This is an optimization exercise on Yosys and OpenROAD, whose aim is small area, not a production implementation.
The RTL of this run was laid out without a check of its function.
Power and IR drop assume default switching activity.

==> flow/run.sh <==
#!/bin/bash
# standard layout, with the port buffers made of the smallest buffer cell
cp standard.sh standard_copy.txt
export BUFFER_PORTS_ARGS="-buffer_cell sky130_fd_sc_hd__buf_1"
bash standard.sh > standard.log 2>&1
==> constraint.sdc <==
create_clock -name core_clock -period 20.0 [get_ports {fpga_clk_50}]
set_input_delay 4.0000 -clock core_clock [delete_from_list [all_inputs] [get_ports {fpga_clk_50}]]
set_output_delay 4.0000 -clock core_clock [all_outputs]
set_load 0.01 [all_outputs]
==> config.mk <==
export PLATFORM = sky130hd
export DESIGN_NAME = motor_channel
export DESIGN_NICKNAME = motor_channel
export VERILOG_FILES = /design/flow/design.v
export SDC_FILE = /design/flow/constraint.sdc
export NUM_CORES = 4
export LEC_CHECK = 0
export CAP_MARGIN = 20
export CORE_MARGIN = 2
export CORE_UTILIZATION = 40
export CTS_BUF_LIST = sky130_fd_sc_hd__clkbuf_4 sky130_fd_sc_hd__clkbuf_8
export CTS_CLUSTER_DIAMETER = 50
export CTS_CLUSTER_SIZE = 16
export SLEW_MARGIN = 20
==> design.v <==
`default_nettype none
package motor_pkg;
	typedef struct packed {
		logic a;
		logic b;
	} quad_t;
	typedef struct packed {
		logic [7:0]            rpm;   
		logic [1:0]            dir;   
		logic [17-1:0] kp;
		logic [17-1:0] ki;
		logic [17-1:0] kd;
	} ctrl_cmd_t;
	typedef struct packed {
		logic signed [16-1:0] setpoint;
		logic [17-1:0]         kp;
		logic [17-1:0]         ki;
		logic [17-1:0]         kd;
	} ctrl_set_t;
	typedef struct packed {
		logic [8-1:0] duty;
		logic                  fwd;
		logic                  rev;
	} drive_t;
endpackage
`default_nettype wire
`default_nettype none
`timescale 1ns/1ps
module quad_debounce
(
	input  wire             fpga_clk_50,
	input  wire             hps_fpga_reset_n,
	input  motor_pkg::quad_t enc,         
	output motor_pkg::quad_t enc_clean    
);
	localparam int DEB = 8;
	localparam int CW  = $clog2(DEB + 1);
	motor_pkg::quad_t           sync_1;            
	motor_pkg::quad_t           sync_2;
	motor_pkg::quad_t           sample_q;          
	logic [CW-1:0]   stable_cnt;        
	always_ff @(posedge fpga_clk_50 or negedge hps_fpga_reset_n)
	begin
		if (!hps_fpga_reset_n)
		begin
			sync_1     <= '0;
			sync_2     <= '0;
			sample_q   <= '0;
			stable_cnt <= '0;
			enc_clean  <= '0;
		end
		else
		begin
			sync_1   <= enc;
			sync_2   <= sync_1;
			sample_q <= sync_2;
			if (sync_2 != sample_q)
				stable_cnt <= '0;                   
			else if (stable_cnt != CW'(DEB))
				stable_cnt <= stable_cnt + 1'b1;    
			if (stable_cnt == CW'(DEB))
				enc_clean <= sample_q;              
		end
	end
endmodule
`default_nettype wire
`default_nettype none
`timescale 1ns/1ps
module quad_decoder
(
	input  wire                             fpga_clk_50,
	input  wire                             hps_fpga_reset_n,
	input  motor_pkg::quad_t                enc_clean,
	output logic signed [32-1:0]   count,
	output logic                            inc,         
	output logic                            dec          
);
	motor_pkg::quad_t      prev;        
	logic [3:0] step;        
	logic [32:0]   cy;       
	logic [32-1:0] tgl;
	assign step = {prev, enc_clean};
	assign cy[0] = inc | dec;
	genvar gi;
	generate
		for (gi = 0; gi < 32; gi++)
		begin : g_chain
			assign tgl[gi]    = cy[gi];
			assign cy[gi + 1] = cy[gi] & (count[gi] ^ dec);
		end
	endgenerate
	always_comb
	begin
		inc = 1'b0;
		dec = 1'b0;
		case (step)
			4'b00_01, 4'b01_11, 4'b11_10, 4'b10_00:
				inc = 1'b1;
			4'b01_00, 4'b11_01, 4'b10_11, 4'b00_10:
				dec = 1'b1;
			default:
				;                    
		endcase
	end
	always_ff @(posedge fpga_clk_50 or negedge hps_fpga_reset_n)
	begin
		if (!hps_fpga_reset_n)
		begin
			prev  <= '0;
			count <= '0;
		end
		else
		begin
			prev  <= enc_clean;
			count <= count ^ tgl;     
		end
	end
endmodule
`default_nettype wire
`default_nettype none
`timescale 1ns/1ps
module speed_meter
(
	input  wire                             fpga_clk_50,
	input  wire                             hps_fpga_reset_n,
	input  wire                             inc,
	input  wire                             dec,
	output logic [11:0]                     tick,       
	output logic signed [9:0]               speed,
	output logic                            armed       
);
	logic                  strobe;
	logic signed [9:0]     delta;      
	logic [9:0]            dbase;      
	logic [10:0]           dcy;
	logic [11:0]           tcy;
	assign strobe = &tick;
	assign dbase  = strobe ? 10'd0 : delta;
	assign dcy[0] = inc | dec;
	assign tcy[0] = 1'b1;
	genvar gi;
	generate
		for (gi = 0; gi < 10; gi++)
		begin : g_dchain
			assign dcy[gi + 1] = dcy[gi] & (dbase[gi] ^ dec);
		end
		for (gi = 0; gi < 11; gi++)
		begin : g_tchain
			assign tcy[gi + 1] = tcy[gi] & tick[gi];
		end
	endgenerate
	always_ff @(posedge fpga_clk_50 or negedge hps_fpga_reset_n)
	begin
		if (!hps_fpga_reset_n)
		begin
			tick  <= '0;
			delta <= '0;
			speed <= '0;
			armed <= 1'b0;
		end
		else
		begin
			tick  <= tick ^ tcy;
			delta <= dbase ^ dcy[9:0];
			if (strobe)
			begin
				speed <= delta;
				armed <= 1'b1;
			end
		end
	end
endmodule
`default_nettype wire
`default_nettype none
`timescale 1ns/1ps
module cmd_port
(
	input  wire                   fpga_clk_50,
	input  wire                   hps_fpga_reset_n,
	input  wire                   cmd_req,
	input  motor_pkg::ctrl_cmd_t  cmd,
	output logic                  cmd_ack,
	output logic [7:0]            sp_mag,      
	output logic                  sp_neg,      
	output logic [17-1:0] kp,
	output logic [17-1:0] ki,
	output logic [17-1:0] kd,
	output logic                  gv           
);
	logic req_s1, req_s2;    
	always_ff @(posedge fpga_clk_50 or negedge hps_fpga_reset_n)
	begin
		if (!hps_fpga_reset_n)
		begin
			req_s1  <= 1'b0;
			req_s2  <= 1'b0;
			cmd_ack <= 1'b0;
			sp_mag  <= '0;
			sp_neg  <= 1'b0;
			gv      <= 1'b0;
		end
		else
		begin
			req_s1  <= cmd_req;
			req_s2  <= req_s1;
			cmd_ack <= req_s2;
			if (req_s2 && !cmd_ack)
			begin
				sp_mag <= cmd.rpm & {8{cmd.dir[0]}};
				sp_neg <= cmd.dir[1];
				gv     <= 1'b1;
			end
		end
	end
	always_ff @(posedge fpga_clk_50)
	begin
		if (req_s2 && !cmd_ack)
		begin
			kp <= cmd.kp;
			ki <= cmd.ki;
			kd <= cmd.kd;
		end
	end
endmodule
`default_nettype wire
`default_nettype none
`timescale 1ns/1ps
module pid_regulator
(
	input  wire                             fpga_clk_50,
	input  wire                             hps_fpga_reset_n,
	input  wire [11:0]                      tick,
	input  wire                             armed,
	input  wire [7:0]                       sp_mag,
	input  wire                             sp_neg,
	input  wire [17-1:0]            kp,
	input  wire [17-1:0]            ki,
	input  wire [17-1:0]            kd,
	input  wire                             gv,
	input  wire signed [9:0]                speed,
	output logic [8-1:0]           duty,
	output logic                            fwd,
	output logic                            rev
);
	localparam int RW = 15;
	localparam int NW = 53;        
	logic signed [12:0]   integ;
	logic signed [10:0]   err_q;
	logic signed [10:0]   err_n;
	logic signed [RW-1:0] R;
	logic [NW-1:0]        W;
	logic [1:0]           ph;      
	logic                 dly;     
	logic                 cy;      
	logic [6:0]  t;
	logic        act, t0, t1, t2, t3, t57, last;
	logic        g, s;
	logic [RW-1:0] a, b, sum;
	logic        cin;
	logic signed [12:0] integ_c;
	logic [RW-1:0] speed_x, integ_x, errq_x, errn_x;
	assign speed_x = {{(RW-10){speed[9]}}, speed};
	assign integ_x = {{(RW-13){integ[12]}}, integ};
	assign errq_x  = {{(RW-11){err_q[10]}}, err_q};
	assign errn_x  = {{(RW-11){err_n[10]}}, err_n};
	assign t    = tick[6:0];
	assign act  = armed && (tick[11:7] == 5'd0);
	assign t0   = act && (t == 7'd0);
	assign t1   = act && (t == 7'd1);
	assign t2   = act && (t == 7'd2);
	assign t3   = act && (t == 7'd3);
	assign t57  = act && (t == 7'd57);
	assign last = (t >= 7'd54);
	assign g = W[0] & ~last;
	assign s = g ^ dly ^ cy;
	always_comb
	begin
		a   = (t0 || t3) ? '0 : R;
		b   = '0;
		cin = 1'b0;
		if (t0)
		begin
			b   = {{(RW-8){1'b0}}, sp_mag} ^ {RW{sp_neg}};
			cin = sp_neg;
		end
		else if (t1)
		begin
			b   = ~speed_x;
			cin = 1'b1;
		end
		else if (t2)
			b = integ_x;
		else
		begin
			case (ph)
				2'd0:    b = g ? integ_x : '0;
				2'd1:
				begin
					b   = g ? ~errq_x : '0;
					cin = g;
				end
				default: b = s ? errn_x : '0;
			endcase
		end
		sum = a + b + {{(RW-1){1'b0}}, cin};
	end
	always_comb
	begin
		if ($signed(sum) > 4095)
			integ_c = 13'sd4095;
		else if ($signed(sum) < -4095)
			integ_c = -13'sd4095;
		else
			integ_c = sum[12:0];
	end
	logic [9:0]  ulo;
	logic        un, sat;
	logic [7:0]  mag;
	always_comb
	begin
		for (int j = 0; j < 10; j++)
			ulo[j] = W[1 + 3 * (j + 8)];
		un = R[RW-1];
		if (!un)
		begin
			sat = (|R) || (|ulo[9:8]);
			mag = ulo[7:0];
		end
		else
		begin
			sat = !((&R) && (&ulo[9:8])) || (ulo[7:0] == 8'd0);
			mag = ~ulo[7:0] + 8'd1;
		end
	end
	always_ff @(posedge fpga_clk_50)
	begin
		R   <= (ph == 2'd2) ? {sum[RW-1], sum[RW-1:1]} : sum;
		ph  <= (&tick || ph == 2'd2) ? 2'd0 : ph + 2'd1;
		dly <= g;
		cy  <= t0 ? 1'b0 : ((ph == 2'd2) ? ((g & dly) | (g & cy) | (dly & cy)) : cy);
		if (t1)
			err_n <= sum[10:0];
		if (t0)
		begin
			W[1:0] <= 2'b00;
			for (int j = 0; j < 17; j++)
			begin
				W[2 + 3 * j] <= ki[j] & gv;
				W[3 + 3 * j] <= kd[j] & gv;
				W[4 + 3 * j] <= kp[j] & gv;
			end
		end
		else
			W <= {sum[0], W[NW-1:1]};
	end
	always_ff @(posedge fpga_clk_50 or negedge hps_fpga_reset_n)
	begin
		if (!hps_fpga_reset_n)
		begin
			integ <= '0;
			err_q <= '0;
			duty  <= '0;
			fwd   <= 1'b0;
			rev   <= 1'b0;
		end
		else
		begin
			if (t2)
				integ <= integ_c;
			if (t57)
			begin
				err_q <= err_n;
				duty  <= sat ? 8'hff : mag;
				fwd   <= !un && ((|R) || (|ulo));
				rev   <= un;
			end
		end
	end
endmodule
`default_nettype wire
`default_nettype none
`timescale 1ns/1ps
module pwm_driver
(
	input  wire                fpga_clk_50,
	input  wire                hps_fpga_reset_n,
	input  wire [7:0]          cnt,
	input  wire [7:0]          duty,
	output logic               pwm
);
	logic [7:0] duty_q;      
	always_ff @(posedge fpga_clk_50 or negedge hps_fpga_reset_n)
	begin
		if (!hps_fpga_reset_n)
		begin
			duty_q <= '0;
			pwm    <= 1'b0;
		end
		else
		begin
			if (&cnt)
				duty_q <= duty;         
			pwm <= (cnt < duty_q);
		end
	end
endmodule
`default_nettype wire
`default_nettype none
`timescale 1ns/1ps
module motor_channel
(
	input  wire                             fpga_clk_50,
	input  wire                             hps_fpga_reset_n,
	input  wire [1:0]                       enc,       
	input  wire                             cmd_req,
	input  wire [60:0]                      cmd,       
	output logic                            cmd_ack,
	output logic signed [32-1:0]   count,
	output logic signed [16-1:0]   speed,
	output logic [8-1:0]           duty,
	output logic                            fwd,
	output logic                            rev,
	output logic                            pwm
);
	motor_pkg::quad_t      enc_in;
	motor_pkg::ctrl_cmd_t  cmd_in;
	motor_pkg::quad_t      enc_clean;
	logic                  inc, dec;
	logic [11:0]           tick;
	logic signed [9:0]     speed_s;
	logic                  armed;
	logic [7:0]            sp_mag;
	logic                  sp_neg;
	logic [17-1:0] kp, ki, kd;
	logic                  gv;
	assign enc_in = enc;
	assign cmd_in = cmd;
	assign speed = {{(16-10){speed_s[9]}}, speed_s};
	quad_debounce u_quad_debounce (
		.fpga_clk_50 (fpga_clk_50), .hps_fpga_reset_n (hps_fpga_reset_n),
		.enc (enc_in), .enc_clean (enc_clean)
	);
	quad_decoder u_quad_decoder (
		.fpga_clk_50 (fpga_clk_50), .hps_fpga_reset_n (hps_fpga_reset_n),
		.enc_clean (enc_clean), .count (count), .inc (inc), .dec (dec)
	);
	speed_meter u_speed_meter (
		.fpga_clk_50 (fpga_clk_50), .hps_fpga_reset_n (hps_fpga_reset_n),
		.inc (inc), .dec (dec), .tick (tick), .speed (speed_s), .armed (armed)
	);
	cmd_port u_cmd_port (
		.fpga_clk_50 (fpga_clk_50), .hps_fpga_reset_n (hps_fpga_reset_n),
		.cmd_req (cmd_req), .cmd (cmd_in), .cmd_ack (cmd_ack),
		.sp_mag (sp_mag), .sp_neg (sp_neg), .kp (kp), .ki (ki), .kd (kd), .gv (gv)
	);
	pid_regulator u_pid_regulator (
		.fpga_clk_50 (fpga_clk_50), .hps_fpga_reset_n (hps_fpga_reset_n),
		.tick (tick), .armed (armed), .sp_mag (sp_mag), .sp_neg (sp_neg),
		.kp (kp), .ki (ki), .kd (kd), .gv (gv), .speed (speed_s),
		.duty (duty), .fwd (fwd), .rev (rev)
	);
	pwm_driver u_pwm_driver (
		.fpga_clk_50 (fpga_clk_50), .hps_fpga_reset_n (hps_fpga_reset_n),
		.cnt (tick[7:0]), .duty (duty), .pwm (pwm)
	);
endmodule
`default_nettype wire
==> standard.sh <==
#!/bin/bash
# synth_recipe.tcl (not shown) runs the flow's synth.tcl, then flattens the netlist and writes it again
# the make line also repeats each setting of config.mk as NAME=value (left out here)
make -C /OpenROAD-flow-scripts/flow DESIGN_CONFIG=/design/flow/config.mk WORK_HOME=/design/flow/orfs CLKGATE_MAP_FILE= SYNTH_SCRIPT=/design/flow/synth_recipe.tcl "${@:-finish}"
==> impl_metrics.csv <==
group,metric,value,unit
setup_path,critPathMaxStageDelay,0.76,ns
grt,grt.busiest_layer,"met2",
cts,clkTransAtPathRegs,0.09,ns
die,die_h,178.1,µm
grt,grt_max_degree,79,
placement,dp_hpwl,18.48,mm
logic_synthesis,synth_warnings,6,
grt,grt_pass1_wl,43.69,mm
flow_run,maxCapViolations,0,
cells_and_area,n_antenna_cell,0,
die,start_util,40.80,%
grt,antenna_found_initial,0,
setup_path,cp.arrival,6.90,ns
cts,postCtsHoldBufs,0,
grt,grt_use_total,17.10,%
logic_synthesis,syn-num-nets,1284,
pwr,p_leak,5.807,nW
setup_path,required,20.51,ns
placement,portBuffers,125,
cts,clockRootBuffer,"clkbuf_8",
timing,fin_ws,13.60,ns
cells_and_area,n_fill_cell,2831,
pwr,power.density,73.19,nW/µm²
cells_and_area,final_layout_size_suffix_gt1_share,9.015,%
placement,post-place-ws,13.69,ns
placement,place_congestion,0.8989,
setup_path,worstSetupEndpointType,"flop",
status,status,"no timing/DRC/antenna violations",
timing,rsz0062_at_grt,"no",
cts,tritoncts,"built",
logic_synthesis,synthArstFlopShare,50.19,%
timing,slew_violations,0,
cells_and_area,area_delta_synth_final,12.23,%
cts,post_cts_buffers,0,
timing,finClkSkew,0.02268,ns
routing,viasPerCell,5.126,
die,die_area,31720,µm²
logic_synthesis,synthFlopType,"dfrtp_1",
cells_and_area,fin_nets,1393,
cts,clk_latency,0.58,ns
cells_and_area,layout_common_cells,"nand2_1, dfrtp_1, buf_1",
setup_path,cp_num_buf_inv,3,
grt,grt_pass1_vias,8417,
logic_synthesis,ys_seq_elements,269,
logic_synthesis,netlist_instances,1176,
timing,hold_viol_final,0,
routing,drc,0,
routing,avgRoutedWirePerCell,15.52,µm
pwr,peakVddDrop,0.00005476,V
die,die_x,178.1,µm
setup_path,startpoint,"u_speed_meter.tick[0]$_DFF_PN0_",
timing,max_freq,156.3,MHz
setup_path,path_delay_family,"compound AO/OA/AOI/OAI gates",
grt,met1_usage,24.36,%
grt,grt_util_met2,26.34,%
cts,htreeDepth,1,
logic_synthesis,avgSynthCellArea,10.31,µm²
logic_synthesis,yosysSeqAreaShare,55.11,%
cts,clock_path_buffers,3,
logic_synthesis,synth-edff-count,62,
die,rows,63,
logic_synthesis,ys_types,71,
grt,use_met3,3.431,%
timing,worstMarginPinSlew,1.010,ns
routing,drt_iter0_drc,610,
routing,totalWireLength,26.36,mm
setup_path,crit_slowest_cell,"o21ai_1",
setup_path,crit_top_cell,"fa_1",
cts,cts.sinks,269,
setup_path,critPathLaunchType,"flop",
setup_path,crit_fanout,11,
timing,period_share,31.99,%
die,core_region_area,29720,µm²
cells_and_area,final_common_cell,"nand2_1",
setup_path,reg2reg_slack,13.60,ns
cts,cts_resized,0,
timing,min_period,6.397,ns
setup_path,crit_type,"reg -> reg",
setup_path,reg2reg_from,"u_speed_meter.tick[0]$_DFF_PN0_",
cts,numCtsBuffers,30,
worst_hold_path,min_from,"u_quad_debounce.sync_1[0]$_DFF_PN0_",
die,pin_count,126,
routing,firstDrtPassIters,4,
timing,finalSetupTns,0,ns
timing,finalSetupViolations,0,
grt,overflow,0,
routing,final_antenna_net_count,0,
logic_synthesis,synth.cell_area,12120,µm²
routing,num_vias,8709,
timing,max_slew_margin,32.21,%
pwr,fin_total_pwr,0.9958,mW
setup_path,worstPathCellList,"inv_1, ha_1, or3_1, a21oi_1, fa_1, nor3b_1, buf_4, nand2_1, o21ai_0, a21oi_1, o21ba_2, nor2_1, a221oi_1, fa_1, fa_1, a211o_1, o21a_1, xnor2_1, inv_1, nor4_1, and4_1, a311oi_1, o21ai_1, o22a_1",
worst_hold_path,hold_class,"reg -> reg",
## cell families after synthesis
family	count (synthesis)	share of synthesized area (%)
AOI/OAI and AO/OA	218	11.82
xor gates and xnor gates	79	5.831
adders and majority gates	42	4.520
buffers and inverters	90	3.086
DFF	269	55.11
muxes	26	2.353
and+or+nand+nor	452	17.29
## registers in the layout, summed over array words and instances, names as in the netlist, 2 cells and up
register                    count
u_cmd_port.kd                  17
u_cmd_port.ki                  17
u_cmd_port.kp                  17
u_cmd_port.sp_mag               8
u_pid_regulator.R              15
u_pid_regulator.W              53
u_pid_regulator.duty            8
u_pid_regulator.err_n          11
u_pid_regulator.err_q          11
u_pid_regulator.integ          13
u_pid_regulator.ph              2
u_pwm_driver.duty_q             8
u_quad_debounce.enc_clean       2
u_quad_debounce.sample_q        2
u_quad_debounce.stable_cnt      4
u_quad_debounce.sync_1          2
u_quad_debounce.sync_2          2
u_quad_decoder.count           32
u_quad_decoder.prev             2
u_speed_meter.delta            10
u_speed_meter.speed            10
u_speed_meter.tick             12
## power breakdown
part	total, mW	internal [mW]	switching, mW
Combinational	0.0261	0.0103	0.0158
Sequential	0.577	0.569	0.00834
Clock	0.393	0.190	0.203
Total	0.996	0.769	0.227
## path summary, 6_finish.rpt
kind | to | cells past startpoint
worst max-delay path | u_pid_regulator.integ[0]$_DFFE_PN0P_ | 24
worst min-delay path | u_quad_debounce.sync_2[0]$_DFF_PN0_ | 0
worst min register to register | u_quad_debounce.sync_2[0]$_DFF_PN0_ | 0
min in group asynchronous | u_cmd_port.req_s1$_DFF_PN0_ | 1
worst max register to register | u_pid_regulator.integ[0]$_DFFE_PN0P_ | 24
max in group asynchronous | u_pid_regulator.err_q[5]$_DFFE_PN0P_ | 2
## area by class of cell
type,count,area [µm²],area share [%]
Tap cell,390,488.0,3.586
Inverter,31,116.4,0.8552
Timing Repair Buffer,136,559.3,4.110
Clock buffer,42,528.0,3.880
Clock inverter,14,125.1,0.9195
Multi-Input combinational cell,817,5109,37.54
Sequential cell,269,6681,49.10
## synthesized netlist by cell type (3+ instances only)
library cell	count	area, µm²
o2111ai_1	3	26.28
nand4_1	12	75.07
o21a_1	7	52.55
nand3_1	66	330.3
a21o_1	15	112.6
dfxtp_1	72	1441
buf_1	5	18.77
nor3_1	16	80.08
or2_2	6	37.54
a22oi_1	3	22.52
xnor2_1	44	385.4
mux2_2	20	225.2
nor2_1	67	251.5
nand2b_1	10	62.56
ha_1	39	488.0
a211oi_1	4	30.03
o21bai_1	3	22.52
dfrtp_1	135	3378
and4_1	3	26.28
clkbuf_1	44	165.2
a221oi_1	10	87.58
a21oi_1	58	290.3
and2_1	21	131.4
o31ai_1	4	30.03
or4_1	8	60.06
xor2_1	34	297.8
nor4_1	11	68.82
mux2i_1	6	60.06
fa_1	3	60.06
nand2_1	206	773.2
o21ai_0	52	260.3
o21ai_1	13	65.06
inv_1	30	112.6
o211ai_1	6	45.04
or3_1	11	68.82
edfxtp_1	62	1862
nor2b_1	4	25.02
a311oi_1	3	26.28
o22ai_1	3	18.77
o21ba_2	8	80.08
buf_4	7	52.55
## metal layers
layer  share of wire (%)  wire length, µm
met5                   0                0
met4                 3.0              784
met3                 6.1             1614
met2                  44            11470
met1                  47            12490
## through the flow
stage | cells | hold slack [ns] | instance area (µm²) | util, %
floorplan | 1176 | 0.3312 | 12120 | -
global placement | 1643 | 0.3329 | 12950 | 43.57
detailed placement | 1643 | 0.3371 | 12950 | 43.57
CTS | 1699 | 0.3377 | 13600 | 45.77
global route | 1699 | 0.3254 | 13610 | 45.79
finish | 1699 | 0.3343 | 13610 | 45.79

-- re-timing with driven ports --
The flow's constraints put no driver on any port. The routed layout listed below was extracted and timed again, unchanged, in two steps.
Step 1 (the two cells are an assumption about what drives the block):
set clk [get_ports {fpga_clk_50}]
set_driving_cell -lib_cell sky130_fd_sc_hd__clkbuf_16 $clk
set_driving_cell -lib_cell sky130_fd_sc_hd__buf_2 [delete_from_list [all_inputs] $clk]
Step 2 also shifts input and output timing later by t, the mid clock arrival at the registers, as if the neighbouring blocks saw the same clock.
Slacks: ideal / step 1 / step 2; pairs: ideal / step 1.
t (ns): 0.613
setup WS [ns]: 13.603 / 13.603 / 13.603
hold WS [ns]: 0.334 / 0.334 / 0.334
worst setup path at the end: register to register
worst slew at a driven data input, ns: 0.06
After both steps setup and hold are still met in this run. For this run, drivers alone change the setup slack by 0.000 ns; drivers and shift together by 0.000 ns.
